This is an optimization exercise on Yosys and OpenROAD, whose aim is small area, not a production implementation.
Only simulation tests tie the RTL to the original design; equivalence was not proved.
Power and IR drop assume default switching activity.

==> run C: inputs <==
==> flow/design.v <==
`timescale 1ns/1ps
module csr_tracker
(
   input  logic        clk,
   input  logic        reset_n,
   input  logic        bus_read,
   input  logic        bus_write,
   input  logic [31:0] bus_address,
   input  logic [63:0] bus_writedata,
   input  logic [7:0]  bus_byteenable,
   output logic [63:0] bus_readdata,
   output logic        bus_readdatavalid,
   output logic        bus_waitrequest,
   input  logic        mig_en,
   input  logic [27:0] mig_pfn,
   output logic [31:0] page_query_rate,
   output logic [63:0] cxl_start_pa,
   output logic [63:0] cxl_addr_offset,
   output logic [32:0] addr_lb,
   output logic [32:0] addr_ub
);
   logic st_wr, st_r1, st_r2, st_rd, st_idle;
   assign st_idle = !(st_wr | st_r1 | st_r2 | st_rd);
   logic is_reg, is_hot;
   logic [4:0] idx;
   assign is_reg = (bus_address[21:8] == 14'd0);
   assign is_hot = (bus_address[21:15] == 7'd1);
   assign idx    = bus_address[7:3];
   always_ff @(posedge clk) begin
      if (!reset_n) begin
         st_wr <= 1'b0;
         st_r1 <= 1'b0;
         st_r2 <= 1'b0;
         st_rd <= 1'b0;
      end else begin
         st_wr <= st_idle & bus_write;
         st_r1 <= st_idle & bus_read & !bus_write;
         st_r2 <= st_r1 & is_hot;
         st_rd <= (st_r1 & !is_hot) | st_r2;
      end
   end
   assign bus_waitrequest   = !(st_wr | st_rd);
   assign bus_readdatavalid = st_rd;
   logic freeze;
   assign freeze = (st_idle & bus_read & !bus_write) | st_r1;
   logic [63:0] mask, wmask;
   always_comb
      for (int b = 0; b < 8; b++) mask[8*b +: 8] = {8{bus_byteenable[b]}};
   assign wmask = bus_writedata & mask;
   logic reg_wr;
   assign reg_wr = st_idle & bus_write & is_reg;
   logic [63:0] regs [8:31];
   logic [63:0] wdata_r;
   assign wdata_r = wmask & {64{reset_n}};
   always_ff @(posedge clk) begin
      for (int i = 8; i < 32; i++) begin
         if (!reset_n || (reg_wr && idx == 5'(i))) regs[i] <= wdata_r;
      end
   end
   assign page_query_rate = regs[8][31:0];
   assign cxl_start_pa    = regs[10];
   assign cxl_addr_offset = regs[14];
   assign addr_lb         = regs[15][32:0];
   assign addr_ub         = regs[16][32:0];
   logic [63:0] cnt;
   logic [1:0]  pend;
   logic        preset_cnt;
   assign preset_cnt = reg_wr && idx == 5'd3;
   always_ff @(posedge clk) begin
      if (!reset_n) begin
         cnt  <= '0;
         pend <= '0;
      end else if (preset_cnt) begin
         cnt  <= wmask;
         pend <= '0;
      end else if (freeze) begin
         pend <= pend + 2'(mig_en);
      end else begin
         cnt  <= cnt + 64'(pend);
         pend <= 2'(mig_en);
      end
   end
   logic [27:0] last_pfn, last_snap;
   logic        last_tag;
   always_ff @(posedge clk) begin
      if (!reset_n) begin
         last_pfn  <= '0;
         last_snap <= '0;
         last_tag  <= 1'b0;
      end else begin
         if (mig_en) last_pfn <= mig_pfn;
         if (!freeze) begin
            last_snap <= last_pfn;
            last_tag  <= 1'b1;
         end
      end
   end
   logic        hot_wr;
   logic [31:0] hot_pfn;
   logic [20:0] win_page;
   assign win_page = mig_pfn[20:0] + regs[14][32:12];
   always_ff @(posedge clk) begin
      if (!reset_n) hot_wr <= 1'b0;
      else          hot_wr <= mig_en && (mig_pfn != '1);
      hot_pfn <= 32'(win_page) + regs[10][43:12];
   end
   logic [31:0] mem [64];
   logic [5:0]  wr_idx, widx_snap;
   logic        clear, ovf_a, ovf_b;
   assign clear = reg_wr && idx == 5'd11 && (wmask != '0);
   always_ff @(posedge clk) begin
      if (hot_wr && !clear) mem[wr_idx] <= hot_pfn;
   end
   always_ff @(posedge clk) begin
      if (!reset_n) begin
         wr_idx <= '0;
         ovf_a  <= 1'b0;
      end else begin
         ovf_a <= 1'b0;
         if (clear) begin
            wr_idx <= '0;
         end else if (hot_wr) begin
            wr_idx <= wr_idx + 1'b1;
            ovf_a  <= (wr_idx == 6'd63);
         end
      end
   end
   logic [15:0] ovf;
   logic        preset_ovf;
   assign preset_ovf = reg_wr && idx == 5'd6;
   always_ff @(posedge clk) begin
      if (!reset_n) begin
         ovf       <= '0;
         ovf_b     <= 1'b0;
         widx_snap <= '0;
      end else begin
         if (!freeze) widx_snap <= wr_idx;
         if (preset_ovf) begin
            ovf   <= wmask[63:48];
            ovf_b <= 1'b0;
         end else if (freeze) begin
            ovf_b <= ovf_b | ovf_a;
         end else begin
            ovf   <= ovf + 16'(ovf_b);
            ovf_b <= ovf_a;
         end
      end
   end
   logic [31:0] ring_q;
   always_ff @(posedge clk) begin
      if (st_idle) ring_q <= mem[bus_address[8:3]];
   end
   logic [63:0] rval;
   always_comb begin
      rval = '0;
      if (is_reg) begin
         case (idx)
            5'd3:    rval = cnt;
            5'd5:    rval = {last_tag ? 4'h9 : 4'h0, last_snap, 32'h0};
            5'd6:    rval = {ovf, 6'h0, 10'(widx_snap), 32'h0};
            5'd0, 5'd1, 5'd2, 5'd4, 5'd7: rval = '0;
            default: rval = regs[idx];
         endcase
      end else if (is_hot) begin
         rval = {16'h7469, bus_address[15:0], ring_q};
      end else begin
         rval = {32'hFEDCBA00, bus_address[15:0], 16'hABCD};
      end
   end
   assign bus_readdata = rval & mask;
endmodule
==> flow/run.sh <==
#!/bin/bash
# synth_recipe.tcl (not shown) runs the flow's synth.tcl, then flattens the netlist and writes it again
# the make line also repeats each setting of config.mk as NAME=value (left out here)
make -C /OpenROAD-flow-scripts/flow DESIGN_CONFIG=/design/flow/config.mk WORK_HOME=/design/flow/orfs CLKGATE_MAP_FILE= SYNTH_SCRIPT=/design/flow/synth_recipe.tcl finish
==> flow/config.mk <==
export PLATFORM = sky130hd
export DESIGN_NAME = csr_tracker
export DESIGN_NICKNAME = csr_tracker
export VERILOG_FILES = /design/flow/design.v
export SDC_FILE = /design/flow/constraint.sdc
export NUM_CORES = 4
export LEC_CHECK = 0
export CAP_MARGIN = 20
export CORE_MARGIN = 2
export CORE_UTILIZATION = 40
export SLEW_MARGIN = 20
==> flow/constraint.sdc <==
create_clock -name core_clock -period 8.0 [get_ports {clk}]
set_input_delay 1.6000 -clock core_clock [delete_from_list [all_inputs] [get_ports {clk}]]
set_output_delay 1.6000 -clock core_clock [all_outputs]
set_load 0.01 [all_outputs]
==> run E (differences from run C) <==
==> flow/design.v, changed modules only <==
module csr_tracker
(
   input  logic        clk,
   input  logic        reset_n,
   input  logic        bus_read,
   input  logic        bus_write,
   input  logic [31:0] bus_address,
   input  logic [63:0] bus_writedata,
   input  logic [7:0]  bus_byteenable,
   output logic [63:0] bus_readdata,
   output logic        bus_readdatavalid,
   output logic        bus_waitrequest,
   input  logic        mig_en,
   input  logic [27:0] mig_pfn,
   output logic [31:0] page_query_rate,
   output logic [63:0] cxl_start_pa,
   output logic [63:0] cxl_addr_offset,
   output logic [32:0] addr_lb,
   output logic [32:0] addr_ub
);
   logic st_wr, st_r1, st_r2, st_rd, st_idle;
   assign st_idle = !(st_wr | st_r1 | st_r2 | st_rd);
   logic is_reg, is_hot;
   logic [4:0] idx;
   assign is_reg = (bus_address[21:8] == 14'd0);
   assign is_hot = (bus_address[21:15] == 7'd1);
   assign idx    = bus_address[7:3];
   always_ff @(posedge clk) begin
      if (!reset_n) begin
         st_wr <= 1'b0;
         st_r1 <= 1'b0;
         st_r2 <= 1'b0;
         st_rd <= 1'b0;
      end else begin
         st_wr <= st_idle & bus_write;
         st_r1 <= st_idle & bus_read & !bus_write;
         st_r2 <= st_r1 & is_hot;
         st_rd <= (st_r1 & !is_hot) | st_r2;
      end
   end
   assign bus_waitrequest   = !(st_wr | st_rd);
   assign bus_readdatavalid = st_rd;
   logic freeze;
   assign freeze = (st_idle & bus_read & !bus_write) | st_r1;
   logic [63:0] mask, wmask;
   always_comb
      for (int b = 0; b < 8; b++) mask[8*b +: 8] = {8{bus_byteenable[b]}};
   assign wmask = bus_writedata & mask;
   logic reg_wr;
   assign reg_wr = st_idle & bus_write & is_reg;
   logic [63:0] regs [8:31];
   always_ff @(posedge clk) begin
      for (int i = 8; i < 32; i++) begin
         logic ld, hold;
         ld   = reset_n && reg_wr && idx == 5'(i);
         hold = reset_n && !(reg_wr && idx == 5'(i));
         regs[i] <= (wmask & {64{ld}}) | (regs[i] & {64{hold}});
      end
   end
   assign page_query_rate = regs[8][31:0];
   assign cxl_start_pa    = regs[10];
   assign cxl_addr_offset = regs[14];
   assign addr_lb         = regs[15][32:0];
   assign addr_ub         = regs[16][32:0];
   logic [63:0] cnt, cnt_sum;
   logic [1:0]  pend, cnt_add;
   logic        preset_cnt, cnt_ld, cnt_upd;
   assign preset_cnt = reg_wr && idx == 5'd3;
   assign cnt_add    = freeze ? 2'd0 : pend;
   assign cnt_sum    = cnt + 64'(cnt_add);
   assign cnt_ld     = reset_n && preset_cnt;
   assign cnt_upd    = reset_n && !preset_cnt;
   always_ff @(posedge clk) begin
      cnt <= (wmask & {64{cnt_ld}}) | (cnt_sum & {64{cnt_upd}});
      if (!reset_n || preset_cnt) pend <= '0;
      else if (freeze)            pend <= pend + 2'(mig_en);
      else                        pend <= 2'(mig_en);
   end
   logic [27:0] last_pfn, last_snap;
   logic        last_vld, last_vld_snap, last_tag;
   always_ff @(posedge clk) begin
      if (mig_en) last_pfn <= mig_pfn;
      if (!freeze) last_snap <= last_pfn;
      if (!reset_n) begin
         last_vld      <= 1'b0;
         last_vld_snap <= 1'b0;
         last_tag      <= 1'b0;
      end else begin
         last_vld <= last_vld | mig_en;
         if (!freeze) begin
            last_vld_snap <= last_vld;
            last_tag      <= 1'b1;
         end
      end
   end
   logic        hot_wr;
   logic [31:0] hot_pfn;
   logic [20:0] win_page;
   assign win_page = mig_pfn[20:0] + regs[14][32:12];
   always_ff @(posedge clk) begin
      if (!reset_n) hot_wr <= 1'b0;
      else          hot_wr <= mig_en && (mig_pfn != '1);
      hot_pfn <= 32'(win_page) + regs[10][43:12];
   end
   logic [31:0] mem [64];
   logic [5:0]  wr_idx, widx_snap;
   logic        clear, ovf_a, ovf_b;
   assign clear = reg_wr && idx == 5'd11 && (wmask != '0);
   logic        st_v;
   logic [5:0]  st_idx;
   logic [31:0] st_data;
   always_ff @(posedge clk) begin
      st_v    <= hot_wr && !clear;
      st_idx  <= wr_idx;
      st_data <= hot_pfn;
   end
   always_ff @(posedge clk) begin
      for (int i = 0; i < 64; i++) begin
         if (st_v && st_idx == 6'(i)) mem[i] <= st_data;
      end
   end
   always_ff @(posedge clk) begin
      if (!reset_n) begin
         wr_idx <= '0;
         ovf_a  <= 1'b0;
      end else begin
         ovf_a <= 1'b0;
         if (clear) begin
            wr_idx <= '0;
         end else if (hot_wr) begin
            wr_idx <= wr_idx + 1'b1;
            ovf_a  <= (wr_idx == 6'd63);
         end
      end
   end
   logic [15:0] ovf;
   logic        preset_ovf;
   assign preset_ovf = reg_wr && idx == 5'd6;
   always_ff @(posedge clk) begin
      if (!reset_n) begin
         ovf       <= '0;
         ovf_b     <= 1'b0;
         widx_snap <= '0;
      end else begin
         if (!freeze) widx_snap <= wr_idx;
         if (preset_ovf) begin
            ovf   <= wmask[63:48];
            ovf_b <= 1'b0;
         end else if (freeze) begin
            ovf_b <= ovf_b | ovf_a;
         end else begin
            ovf   <= ovf + 16'(ovf_b);
            ovf_b <= ovf_a;
         end
      end
   end
   logic [63:0] ring_sel;
   logic [31:0] ring_mux, ring_q;
   always_ff @(posedge clk) begin
      for (int i = 0; i < 64; i++) ring_sel[i] <= (bus_address[8:3] == 6'(i));
   end
   always_comb begin
      ring_mux = '0;
      for (int i = 0; i < 64; i++) ring_mux = ring_mux | (mem[i] & {32{ring_sel[i]}});
   end
   always_ff @(posedge clk) begin
      if (st_r1) ring_q <= ring_mux;
   end
   logic [31:0] rsel;
   logic        sel_hot, sel_unm;
   always_ff @(posedge clk) begin
      for (int i = 0; i < 32; i++) rsel[i] <= is_reg && idx == 5'(i);
      sel_hot <= is_hot;
      sel_unm <= !is_reg && !is_hot;
   end
   logic [63:0] rval;
   always_comb begin
      rval = '0;
      for (int i = 8; i < 32; i++) rval = rval | (regs[i] & {64{rsel[i]}});
      rval = rval | (cnt & {64{rsel[3]}});
      rval = rval | ({last_tag ? 4'h9 : 4'h0, last_vld_snap ? last_snap : 28'h0, 32'h0} & {64{rsel[5]}});
      rval = rval | ({ovf, 6'h0, 10'(widx_snap), 32'h0} & {64{rsel[6]}});
      rval = rval | ({16'h7469, bus_address[15:0], ring_q} & {64{sel_hot}});
      rval = rval | ({32'hFEDCBA00, bus_address[15:0], 16'hABCD} & {64{sel_unm}});
   end
   assign bus_readdata = rval & mask;
endmodule
==> flow/flow/run.sh (new file) <==
#!/bin/bash
set -euo pipefail
export CTS_ARGS="-sink_clustering_enable -repair_clock_nets -dont_use_dummy_load -sink_clustering_size 27 -sink_clustering_max_diameter 100 -buf_list sky130_fd_sc_hd__clkbuf_16"
export BUFFER_PORTS_ARGS="-buffer_cell sky130_fd_sc_hd__buf_1"
bash standard.sh > flow_make.log 2>&1 || { tail -50 flow_make.log; exit 1; }
tail -20 flow_make.log
==> flow/standard.sh (new file) <==
#!/bin/bash
# synth_recipe.tcl (not shown) runs the flow's synth.tcl, then flattens the netlist and writes it again
# the make line also repeats each setting of config.mk as NAME=value (left out here)
make -C /OpenROAD-flow-scripts/flow DESIGN_CONFIG=/design/flow/config.mk WORK_HOME=/design/flow/orfs CLKGATE_MAP_FILE= SYNTH_SCRIPT=/design/flow/synth_recipe.tcl "${@:-finish}"
CORE_UTILIZATION = 60   (was 40)
removed: flow/run.sh
==> run K (differences from run C) <==
--- a/flow/design.v
+++ b/flow/design.v
@@ -110,4 +110,14 @@
    assign clear = reg_wr && idx == 5'd11 && (wmask != '0);
+   logic        st_v;
+   logic [5:0]  st_idx;
+   logic [31:0] st_data;
    always_ff @(posedge clk) begin
-      if (hot_wr && !clear) mem[wr_idx] <= hot_pfn;
+      st_v    <= hot_wr && !clear;
+      st_idx  <= wr_idx;
+      st_data <= hot_pfn;
+   end
+   always_ff @(posedge clk) begin
+      for (int i = 0; i < 64; i++) begin
+         if (st_v && st_idx == 6'(i)) mem[i] <= st_data;
+      end
    end
@@ -148,5 +158,20 @@
    end
-   logic [31:0] ring_q;
+   logic [63:0] ring_sel;
+   logic [31:0] ring_mux, ring_q;
    always_ff @(posedge clk) begin
-      if (st_idle) ring_q <= mem[bus_address[8:3]];
+      for (int i = 0; i < 64; i++) ring_sel[i] <= (bus_address[8:3] == 6'(i));
+   end
+   always_comb begin
+      ring_mux = '0;
+      for (int i = 0; i < 64; i++) ring_mux = ring_mux | (mem[i] & {32{ring_sel[i]}});
+   end
+   always_ff @(posedge clk) begin
+      if (st_r1) ring_q <= ring_mux;
+   end
+   logic [31:0] rsel;
+   logic        sel_hot, sel_unm;
+   always_ff @(posedge clk) begin
+      for (int i = 0; i < 32; i++) rsel[i] <= is_reg && idx == 5'(i);
+      sel_hot <= is_hot;
+      sel_unm <= !is_reg && !is_hot;
    end
@@ -155,15 +180,8 @@
       rval = '0;
-      if (is_reg) begin
-         case (idx)
-            5'd3:    rval = cnt;
-            5'd5:    rval = {last_tag ? 4'h9 : 4'h0, last_snap, 32'h0};
-            5'd6:    rval = {ovf, 6'h0, 10'(widx_snap), 32'h0};
-            5'd0, 5'd1, 5'd2, 5'd4, 5'd7: rval = '0;
-            default: rval = regs[idx];
-         endcase
-      end else if (is_hot) begin
-         rval = {16'h7469, bus_address[15:0], ring_q};
-      end else begin
-         rval = {32'hFEDCBA00, bus_address[15:0], 16'hABCD};
-      end
+      for (int i = 8; i < 32; i++) rval = rval | (regs[i] & {64{rsel[i]}});
+      rval = rval | (cnt & {64{rsel[3]}});
+      rval = rval | ({last_tag ? 4'h9 : 4'h0, last_snap, 32'h0} & {64{rsel[5]}});
+      rval = rval | ({ovf, 6'h0, 10'(widx_snap), 32'h0} & {64{rsel[6]}});
+      rval = rval | ({16'h7469, bus_address[15:0], ring_q} & {64{sel_hot}});
+      rval = rval | ({32'hFEDCBA00, bus_address[15:0], 16'hABCD} & {64{sel_unm}});
    end
==> flow/flow/run.sh (new file) <==
#!/bin/bash
set -euo pipefail
export CTS_ARGS="-sink_clustering_enable -repair_clock_nets -dont_use_dummy_load -sink_clustering_size 30 -sink_clustering_max_diameter 60 -buf_list sky130_fd_sc_hd__clkbuf_16"
export BUFFER_PORTS_ARGS="-buffer_cell sky130_fd_sc_hd__buf_1"
bash standard.sh > flow_make.log 2>&1 || { tail -50 flow_make.log; exit 1; }
tail -20 flow_make.log
==> flow/standard.sh (new file) <==
#!/bin/bash
# synth_recipe.tcl (not shown) runs the flow's synth.tcl, then flattens the netlist and writes it again
# the make line also repeats each setting of config.mk as NAME=value (left out here)
make -C /OpenROAD-flow-scripts/flow DESIGN_CONFIG=/design/flow/config.mk WORK_HOME=/design/flow/orfs CLKGATE_MAP_FILE= SYNTH_SCRIPT=/design/flow/synth_recipe.tcl "${@:-finish}"
CORE_UTILIZATION = 60   (was 40)
removed: flow/run.sh
==> notes <==
The highest sequential share of layout area belongs to run K, the lowest to run C. Against run K, the clock power of run C is higher by about 70%. The highest utilization belongs to run K, the lowest to run C. In run K the die area is larger than in run E, by 0.58%. Of run E and run C, run C has the higher total power (gap 29%, measured against run C).

## static timing again, ports no longer ideal
The flow's constraints put no driver on any port. The routed layouts listed below were extracted and timed again, unchanged, in two steps.
Step 1 sets driving cells, clkbuf_16 on the clock port and buf_2 on the other inputs (assumed; they add their load-dependent delay and slew).
Step 2 adds t to the input delays and takes it off the output delays; t is the mean of the earliest and latest rising clock arrival at the registers after step 1. Input paths then give back, and output paths get back, about the clock's delay inside the block.
a / b / c = ideal ports / drivers / drivers and shift; a / b = the first two.
run | shift t [ns] | setup WS [ns] | hold WS [ns] | slew at the worst register clock pin (ns)
run C | 1.049 | 0.453 / 0.420 / 0.420 | 0.458 / 0.458 / 0.458 | 0.07 / 0.07
run E | 0.971 | 2.025 / 2.093 / 1.123 | 0.336 / 0.336 / 0.336 | 0.11 / 0.11
run K | 0.974 | 2.393 / 2.379 / 1.490 | 0.301 / 0.301 / 0.301 | 0.12 / 0.12
After both steps every run listed still meets setup and hold. The setup slack of run K, which loses most, moves by -0.014 ns with the drivers and by -0.903 ns with both steps.
